Context: an optimization exercise on an open-source flow, tuned for small area, a short achievable clock period and few clock cycles per item. The choices shown serve that exercise and are no tape-out recipe.
Function not checked in this run: the RTL went through the layout flow alone.
No activity file was given, so power comes from the tool's default toggle rates.

==> flow/design.v <==
package img_pkg;
    typedef logic [7:0]  pixel_t;      
    typedef logic [6:0]  coord_t;      
    typedef logic [5:0]  tgt_t;        
    typedef logic [13:0] src_addr_t;   
    typedef logic [11:0] dst_addr_t;   
    localparam src_addr_t SRC_STRIDE = 14'd100;
endpackage
package bic_pkg;
    localparam int FRAC_BITS = 15;
    localparam int WIN = 8;
endpackage
`timescale 1ns/1ps
module tap_fetcher (
    input  logic        CLK,
    input  logic        RST,
    input  logic        start,
    input  logic [6:0]  j_v0,      
    input  logic [6:0]  j_h0,
    input  logic [4:0]  j_sw,
    input  logic [5:0]  j_sh,
    input  logic        rd_ok,
    output logic        issue,
    output logic        src_rd,
    output logic [13:0] src_addr
);
    logic        act;
    logic        first;
    logic [5:0]  row;
    logic [5:0]  col1;       
    logic [6:0]  ca;         
    logic [13:0] base;       
    logic [13:0] base_cur;
    logic [6:0]  ca_cur;
    logic        row_end;
    assign base_cur = first ? 14'(j_v0) * 14'd100 : base;
    assign ca_cur   = first ? j_h0 - 7'd1 : ca;
    assign issue    = act && rd_ok;
    assign row_end  = (col1 == {1'b0, j_sw} + 6'd1);
    always_ff @(posedge CLK) begin
        if (RST) begin
            act    <= 1'b0;
            src_rd <= 1'b0;
        end else begin
            src_rd <= issue;
            if (start)
                act <= 1'b1;
            else if (issue && row_end && row == j_sh - 6'd1)
                act <= 1'b0;
        end
    end
    always_ff @(posedge CLK) begin
        if (start) begin
            first <= 1'b1;
            row   <= '0;
            col1  <= '0;
        end else begin
            if (first)
                base <= base_cur;
            first <= 1'b0;
            if (issue) begin
                src_addr <= base_cur + 14'(ca_cur);
                if (row_end) begin
                    col1 <= '0;
                    row  <= row + 6'd1;
                    base <= base_cur + 14'd100;
                end else begin
                    col1 <= col1 + 6'd1;
                end
            end
        end
    end
    always_ff @(posedge CLK) begin
        if (issue && row_end)
            ca <= j_h0 - 7'd1;
        else if (issue)
            ca <= ca_cur + 7'd1;
        else
            ca <= ca_cur;
    end
endmodule
`timescale 1ns/1ps
module tap_fifo (
    input  logic       CLK,
    input  logic       shift,
    input  logic [7:0] din,
    input  logic [2:0] pos,       
    output logic [7:0] q0,
    output logic [7:0] q1,
    output logic [7:0] q2,
    output logic [7:0] q3
);
    logic [7:0] win [0:bic_pkg::WIN-1];
    always_ff @(posedge CLK) begin
        if (shift) begin
            win[0] <= din;
            for (int i = 1; i < bic_pkg::WIN; i++)
                win[i] <= win[i-1];
        end
    end
    assign q0 = win[3'(pos + 3'd1)];
    assign q1 = win[pos];
    assign q2 = win[3'(pos - 3'd1)];
    assign q3 = win[3'(pos - 3'd2)];
endmodule
`timescale 1ns/1ps
module cubic_interp (
    input  logic        CLK,
    input  logic        RST,
    input  logic        start,
    input  logic        in_v,
    input  logic        in_last,
    input  logic [7:0]  q0,
    input  logic [7:0]  q1,
    input  logic [7:0]  q2,
    input  logic [7:0]  q3,
    input  logic [14:0] x,
    output logic        dst_we,
    output logic [11:0] dst_addr,
    output logic [7:0]  dst_data,
    output logic        done
);
    logic signed [10:0] a1;
    logic signed [11:0] b1;
    logic signed [8:0]  c1;
    logic [7:0]         d1;
    logic [14:0]        x1;
    logic               v1, l1;
    logic signed [12:0] a_n, b_n;
    assign a_n = 13'sd0 - $signed({5'd0, q0}) + 13'sd3 * $signed({5'd0, q1})
               - 13'sd3 * $signed({5'd0, q2}) + $signed({5'd0, q3});
    assign b_n = 13'sd2 * $signed({5'd0, q0}) - 13'sd5 * $signed({5'd0, q1})
               + 13'sd4 * $signed({5'd0, q2}) - $signed({5'd0, q3});
    always_ff @(posedge CLK) begin
        a1 <= a_n[10:0];
        b1 <= b_n[11:0];
        c1 <= $signed({1'b0, q2}) - $signed({1'b0, q0});
        d1 <= q1;
        x1 <= x;
        l1 <= in_last;
    end
    logic signed [26:0] u2;
    logic signed [8:0]  c2;
    logic [7:0]         d2;
    logic [14:0]        x2;
    logic               v2, l2;
    always_ff @(posedge CLK) begin
        u2 <= $signed(a1) * $signed({1'b0, x1}) + ($signed(b1) <<< 15);
        c2 <= c1;
        d2 <= d1;
        x2 <= x1;
        l2 <= l1;
    end
    logic signed [40:0] v3;
    logic [7:0]         d3;
    logic [14:0]        x3;
    logic               v3v, l3;
    always_ff @(posedge CLK) begin
        v3 <= $signed(u2) * $signed({1'b0, x2}) + ($signed(c2) <<< 30);
        d3 <= d2;
        x3 <= x2;
        l3 <= l2;
    end
    logic signed [55:0] w4;
    assign w4 = $signed(v3) * $signed({1'b0, x3}) + $signed({1'b0, d3, 1'b1, 45'd0});
    always_ff @(posedge CLK) begin
        if (w4[55])
            dst_data <= 8'd0;
        else if (w4[54])
            dst_data <= 8'hff;
        else
            dst_data <= w4[53:46];
    end
    always_ff @(posedge CLK) begin
        if (start)
            dst_addr <= 12'hfff;
        else if (v3v)
            dst_addr <= dst_addr + 12'd1;
    end
    always_ff @(posedge CLK) begin
        if (RST) begin
            v1     <= 1'b0;
            v2     <= 1'b0;
            v3v    <= 1'b0;
            dst_we <= 1'b0;
            done   <= 1'b0;
        end else begin
            v1     <= in_v;
            v2     <= v1;
            v3v    <= v2;
            dst_we <= v3v;
            done   <= v3v && l3;
        end
    end
endmodule
`timescale 1ns/1ps
module bicubic_scaler (
    input  logic               CLK,
    input  logic               RST,
    input  logic               start,
    input  img_pkg::coord_t    v0,
    input  img_pkg::coord_t    h0,
    input  logic [4:0]         sw,
    input  img_pkg::tgt_t      sh,
    input  img_pkg::tgt_t      tw,
    input  img_pkg::pixel_t    src_data,
    output logic               src_rd,
    output img_pkg::src_addr_t src_addr,
    output logic               dst_we,
    output img_pkg::dst_addr_t dst_addr,
    output img_pkg::pixel_t    dst_data,
    output logic               done
);
    logic [6:0] j_v0, j_h0;
    logic [4:0] j_sw;
    logic [5:0] j_sh, j_D;
    logic       es_act;
    always_ff @(posedge CLK) begin
        if (!es_act) begin
            j_v0 <= v0;
            j_h0 <= h0;
            j_sw <= sw;
            j_sh <= sh;
            j_D  <= tw - 6'd1;
        end
    end
    logic [19:0] dq;
    logic [5:0]  dr;
    logic [2:0]  dcnt;
    logic        q_ok;
    logic [19:0] dq_n;
    logic [5:0]  dr_n;
    always_comb begin
        logic [6:0] t;
        dq_n = dq;
        dr_n = dr;
        for (int i = 0; i < 4; i++) begin
            t = {dr_n, dq_n[19]};
            if (t >= {1'b0, j_D}) begin
                dr_n = 6'(t - {1'b0, j_D});
                dq_n = {dq_n[18:0], 1'b1};
            end else begin
                dr_n = t[5:0];
                dq_n = {dq_n[18:0], 1'b0};
            end
        end
    end
    always_ff @(posedge CLK) begin
        if (start) begin
            dq   <= {sw - 5'd1, 15'd0};
            dr   <= '0;
            dcnt <= '0;
            q_ok <= 1'b0;
        end else if (!q_ok) begin
            dq   <= dq_n;
            dr   <= dr_n;
            dcnt <= dcnt + 3'd1;
            q_ok <= (dcnt == 3'd4);
        end
    end
    logic       issue;
    logic       rd_ok;
    logic       arrive;
    logic signed [6:0] a_col;    
    logic signed [6:0] i_col;    
    tap_fetcher fetch_inst (
        .CLK      (CLK),
        .RST      (RST),
        .start    (start),
        .j_v0     (j_v0),
        .j_h0     (j_h0),
        .j_sw     (j_sw),
        .j_sh     (j_sh),
        .rd_ok    (rd_ok),
        .issue    (issue),
        .src_rd   (src_rd),
        .src_addr (src_addr)
    );
    always_ff @(posedge CLK) begin
        if (RST)
            arrive <= 1'b0;
        else
            arrive <= src_rd;
    end
    logic [5:0]  es_c, es_row;
    logic [4:0]  es_off;
    logic [14:0] es_x;
    logic [5:0]  es_e;
    logic        single, ready, row_last, job_last;
    logic signed [6:0] hi;
    logic [2:0]  pos;
    logic [6:0]  e_sum;
    logic        e_ge;
    logic [15:0] x_sum;
    logic signed [6:0] dec;
    assign single   = (es_x == '0);
    assign hi       = single ? $signed({2'b00, es_off}) : $signed({2'b00, es_off}) + 7'sd2;
    assign ready    = es_act && q_ok && (a_col >= hi);
    assign row_last = (es_c == j_D);
    assign job_last = row_last && (es_row == j_sh - 6'd1);
    assign pos      = 3'(a_col - $signed({2'b00, es_off}));
    assign rd_ok    = (i_col - $signed({2'b00, es_off})) <= 7'sd6;
    assign e_sum = {1'b0, es_e} + {1'b0, dr};
    assign e_ge  = (e_sum >= {1'b0, j_D});
    assign x_sum = {1'b0, es_x} + {1'b0, dq[14:0]} + 16'(e_ge);
    assign dec   = (ready && row_last) ? $signed({2'b00, j_sw}) + 7'sd2 : 7'sd0;
    always_ff @(posedge CLK) begin
        if (RST) begin
            es_act <= 1'b0;
        end else if (start) begin
            es_act <= 1'b1;
        end else if (ready && job_last) begin
            es_act <= 1'b0;
        end
    end
    always_ff @(posedge CLK) begin
        if (start) begin
            es_c   <= '0;
            es_row <= '0;
            es_off <= '0;
            es_x   <= '0;
            es_e   <= '0;
            a_col  <= -7'sd2;
            i_col  <= -7'sd1;
        end else begin
            a_col <= a_col + $signed({6'd0, arrive}) - dec;
            i_col <= i_col + $signed({6'd0, issue}) - dec;
            if (ready) begin
                if (row_last) begin
                    es_c   <= '0;
                    es_row <= es_row + 6'd1;
                    es_off <= '0;
                    es_x   <= '0;
                    es_e   <= '0;
                end else begin
                    es_c   <= es_c + 6'd1;
                    es_e   <= e_ge ? 6'(e_sum - {1'b0, j_D}) : e_sum[5:0];
                    es_x   <= x_sum[14:0];
                    es_off <= es_off + dq[19:15] + 5'(x_sum[15]);
                end
            end
        end
    end
    logic [7:0] q0, q1, q2, q3;
    tap_fifo win_inst (
        .CLK   (CLK),
        .shift (arrive),
        .din   (src_data),
        .pos   (pos),
        .q0    (q0),
        .q1    (q1),
        .q2    (q2),
        .q3    (q3)
    );
    cubic_interp kern_inst (
        .CLK      (CLK),
        .RST      (RST),
        .start    (start),
        .in_v     (ready),
        .in_last  (job_last),
        .q0       (q0),
        .q1       (q1),
        .q2       (q2),
        .q3       (q3),
        .x        (es_x),
        .dst_we   (dst_we),
        .dst_addr (dst_addr),
        .dst_data (dst_data),
        .done     (done)
    );
endmodule
==> flow/run.sh <==
#!/bin/bash
# synth_recipe.tcl (not shown) runs the flow's synth.tcl, then flattens the netlist and writes it again
# the make line also repeats each setting of config.mk as NAME=value (left out here)
make -C /OpenROAD-flow-scripts/flow DESIGN_CONFIG=/design/flow/config.mk WORK_HOME=/design/flow/orfs CLKGATE_MAP_FILE= SYNTH_SCRIPT=/design/flow/synth_recipe.tcl finish
==> flow/config.mk <==
export PLATFORM = sky130hd
export DESIGN_NAME = bicubic_scaler
export DESIGN_NICKNAME = bicubic_scaler
export VERILOG_FILES = /design/flow/design.v
export SDC_FILE = /design/flow/constraint.sdc
export NUM_CORES = 4
export LEC_CHECK = 0
export CAP_MARGIN = 20
export CORE_MARGIN = 2
export CORE_UTILIZATION = 40
export SLEW_MARGIN = 20
==> flow/constraint.sdc <==
create_clock -name core_clock -period 15.0 [get_ports {CLK}]
set_input_delay 3.0000 -clock core_clock [delete_from_list [all_inputs] [get_ports {CLK}]]
set_output_delay 3.0000 -clock core_clock [all_outputs]
set_load 0.01 [all_outputs]
==> results.cfg <==
[sta]
worst-slew-pin-transition_ns = 1.04
slew_violations = 0
min_period_over_period_pct = 61.4
setup_slack_ns = 5.79
timing.fmax_mhz = 109
rsz0062_at_grt = false
slew_headroom_pct = 30.6
final.min_clock_period_ns = 9.21
timing.final.setup_violations = 0
finalHoldViolations = 0
fin_skew_ns = 0.0721
setup-tns-final_ns = 0

[detailed_routing]
ant_nets = 0
wl_per_cell_um = 16.5
num_vias = 44100
viasPerCell = 4.96
drc = 0
drt_iter0_markers = 2227
dr.pass1.iters = 5
drt-total-wl_um = 147000

[worst_setup_path]
critPathKind = register to register
required_ns = 15.54
crit_path_top_delay_cell = edfxtp_1
cp_top_family = compound AO/OA/AOI/OAI gates
timing.rr.start = j_D[1]
critPathBufInv = 3
cp.arrival_ns = 9.75
crit_start = j_D[1]
crit_path_end_kind = register
start_kind = register
path_max_fanout = 10
slowest_delay_ns = 0.54
cpMostUsedCell = o21ai_0

[outcome]
status = timing/DRC/antenna clean

[cells_and_area]
layout.area.seq_sq_um = 10000
multi_input_area_sq_um = 46400
diodes = 0
layout.nets = 8534
fill_cells = 15500
area_growth_pct = 7.32
drive_gt1_share_pct = 3.09

[synth]
synth.distinct_cells = 79
synth-edff-count = 128
synth_simple_gate_area_share_pct = 13.8
synth_fa_ha_area_share_pct = 47.2
ys.warnings.count = 5
yosys-mux-area-fraction_pct = 1.79
yosysTopAreaCell = fa_1
ys_seq_area_share_pct = 15.8
netlist_area_sq_um = 63400
synth_xor_area_share_pct = 4.02
syn_nets = 8617
ys_seq_elements = 435
synth_top_family_by_area = adder cells
synth_cells = 6866
synth_compound_area_share_pct = 6.39
ys.flop_type = dfxtp_1
syn_avg_cell_area_sq_um = 9.23
yosys-top-cells-area = fa_1, ha_1, dfxtp_1, inv_1, edfxtp_1
synth_async_sr_flop_share_pct = 0
yosys.area.top_type_share_pct = 36.0

[placed_design]
place_ws_ns = 5.77
gp_congestion = 0.851
port_buffers = 78
hpwl_um = 113000

[floorplan]
die_x_um = 402
num_rows = 146
ios = 79
core_sq_um = 158000
die_h_um = 402
die_area_sq_um = 162000
start_util_pct = 40.2

[clock_tree]
cts_num_sinks = 435
numCtsBuffers = 53
cts_buffer_depth = 3
htree_levels = 2
clock-root-buffer = clkbuf_16
cts_resized = 0
cts_tree = built
post-cts-setup-buffer-count = 0
clock_latency_ns = 0.68
clk_pin_slew_ns = 0.06
ctsHoldBuffers = 0

[global_routing]
overflow = 0
grt_usage_pct = 19.0
grt_pass1_wl_um = 250000
grt_pass1_vias = 48400
antenna_found_initial = 0
grt_max_degree = 76

[job]
maxCapViolations = 0

[power]
p_per_area_nw_per_um2 = 93.9
leakage_uw = 0.0331
ir_drop_mv = 0.111

[hold_path]
hold_class = register to register
hold_start = kern_inst.d1[6]
-- layer usage --
metal | share of wire [%] | GRT usage (%) | up-vias
met4 | 1.9 | 4.12 | 0
met5 | 0 | 0 | -
li1 | - | - | 20600
met3 | 4.1 | 1.91 | 198
met2 | 49 | 33.5 | 879
met1 | 45 | 25.2 | 22400
-- placed cells by master (no fill, tap or decap), drive strengths merged, types with 23 or more instances in the layout --
cell type / instances
inv: 1602
fa: 1141
nand2: 883
ha: 568
and2: 492
dfxtp: 307
a21oi: 231
nor2: 198
xnor2: 181
edfxtp: 128
o21ai: 122
xor2: 110
a21o: 83
clkdlybuf4s50: 77
clkbuf: 70
mux2i: 58
nor3: 53
buf: 47
nand3: 42
nand2b: 36
nor2b: 36
o21bai: 35
nand4: 29
and3: 24
mux2: 23
-- through the flow --
step           util, %  instance area (sq um)  hold slack, ns  power (uW)  instances
2_1_floorplan        -                  63400           0.310        4200       6866
3_3_place_gp      41.9                  66100           0.312        5010       8800
3_5_place_dp      41.9                  66100           0.312        5040       8800
4_1_cts           43.1                  68000           0.326        6470       8900
5_1_grt           43.1                  68000           0.328        6940       8900
6_report          43.1                  68000           0.324        6390       8900
-- flip-flops by register name, summed over array words and instances, names as in the netlist, 8 cells and up --
signal               cells
win_inst.win            64
fetch_inst.src_addr     14
kern_inst.u2            27
kern_inst.c2             9
kern_inst.x2            15
kern_inst.dst_addr      12
kern_inst.d2             8
kern_inst.dst_data       8
kern_inst.x1            15
kern_inst.a1            11
kern_inst.v3            41
dq                      20
kern_inst.d3             8
kern_inst.x3            15
kern_inst.c1             9
kern_inst.d1             8
fetch_inst.base         14
kern_inst.b1            12
es_x                    15
-- worst reg2reg max path, delay by kind of cell (launching register included) --
family,cells,cell delay [ns]
compound gates,19,4.94
fa+ha+maj,4,1.16
buf+inv,3,0.51
flops,1,0.54
mux,3,0.95
simple gates,8,1.02
-- path summary, 6_finish.rpt --
| check | to | slack, ns | cells after the start |
|---|---|---|---|
| hold reg to reg | kern_inst.d2[6] | 0.32 | 0 |
| setup reg to reg | dr[3] | 5.79 | 37 |
| hold / removal | kern_inst.d2[6] | 0.32 | 0 |
| setup / recovery | dr[3] | 5.79 | 37 |
-- cell families (layout without fill, tap and decap cells) --
kind of cell,after synthesis,in the layout
AOI/OAI and AO/OA,638,638
xor gates and xnor gates,291,291
adders and majority gates,1709,1709
buffers and inverters,1858,1820
DFF,435,435
muxes,94,94
and+or+nand+nor,1841,1841
-- power breakdown --
group	internal, uW	leakage, uW	switching [uW]
registers	1440	0.00374	368
logic	1460	0.0284	1750
clock network	802	0.000911	570
-- layout make-up --
cell class,instances,share of cell area (%)
Clock buffer,70,2.20
Clock inverter,30,0.563
Inverter,1596,8.81
Multi-Input combinational cell,4573,68.3
Sequential cell,435,14.7
Tap cell,2072,3.81
Timing Repair Buffer,124,1.65
-- synth_stat cells, types with 6 or more instances --
cell type	number
inv_1	1592
fa_1	1141
nand2_1	883
ha_1	568
and2_1	492
dfxtp_1	307
clkbuf_1	243
a21oi_1	229
nor2_1	198
xnor2_1	181
edfxtp_1	128
o21ai_0	120
xor2_1	110
a21o_1	83
mux2i_1	58
nor3_1	53
nand3_1	42
nand2b_1	36
nor2b_1	36
o21bai_1	35
nand4_1	29
and3_1	24
mux2_2	23
a211oi_1	21
o21a_1	18
o211ai_1	15
a31oi_1	14
buf_1	13
mux4_2	13
nor4_1	13
or3_1	12
o22ai_1	9
o31ai_1	9
a222oi_1	7
a21boi_0	6
a22oi_1	6
a31o_2	6
nor3b_1	6
o221ai_1	6

==> port drivers added, routing unchanged <==
Ports are ideal in the flow. The routed layout listed here was re-timed in OpenROAD. Step 1, drivers: a clkbuf_16 drives CLK and a buf_2 each remaining input, both assumed. Step 2 moves the port delays by t, midway between the first and last clock arrival at a register: inputs arrive t later, outputs are due t later. That takes back most of the time a late clock gives input paths. a / b / c = no drivers / after step 1 / after step 2; a / b = the first two.
shift t [ns]: 0.717
setup WS [ns]: 5.792 / 5.792 / 5.792
pins driven straight from the clock port: 1
After both steps setup and hold are still met in this run. For this run, drivers alone change the setup slack by 0.000 ns; drivers and shift together by 0.000 ns.
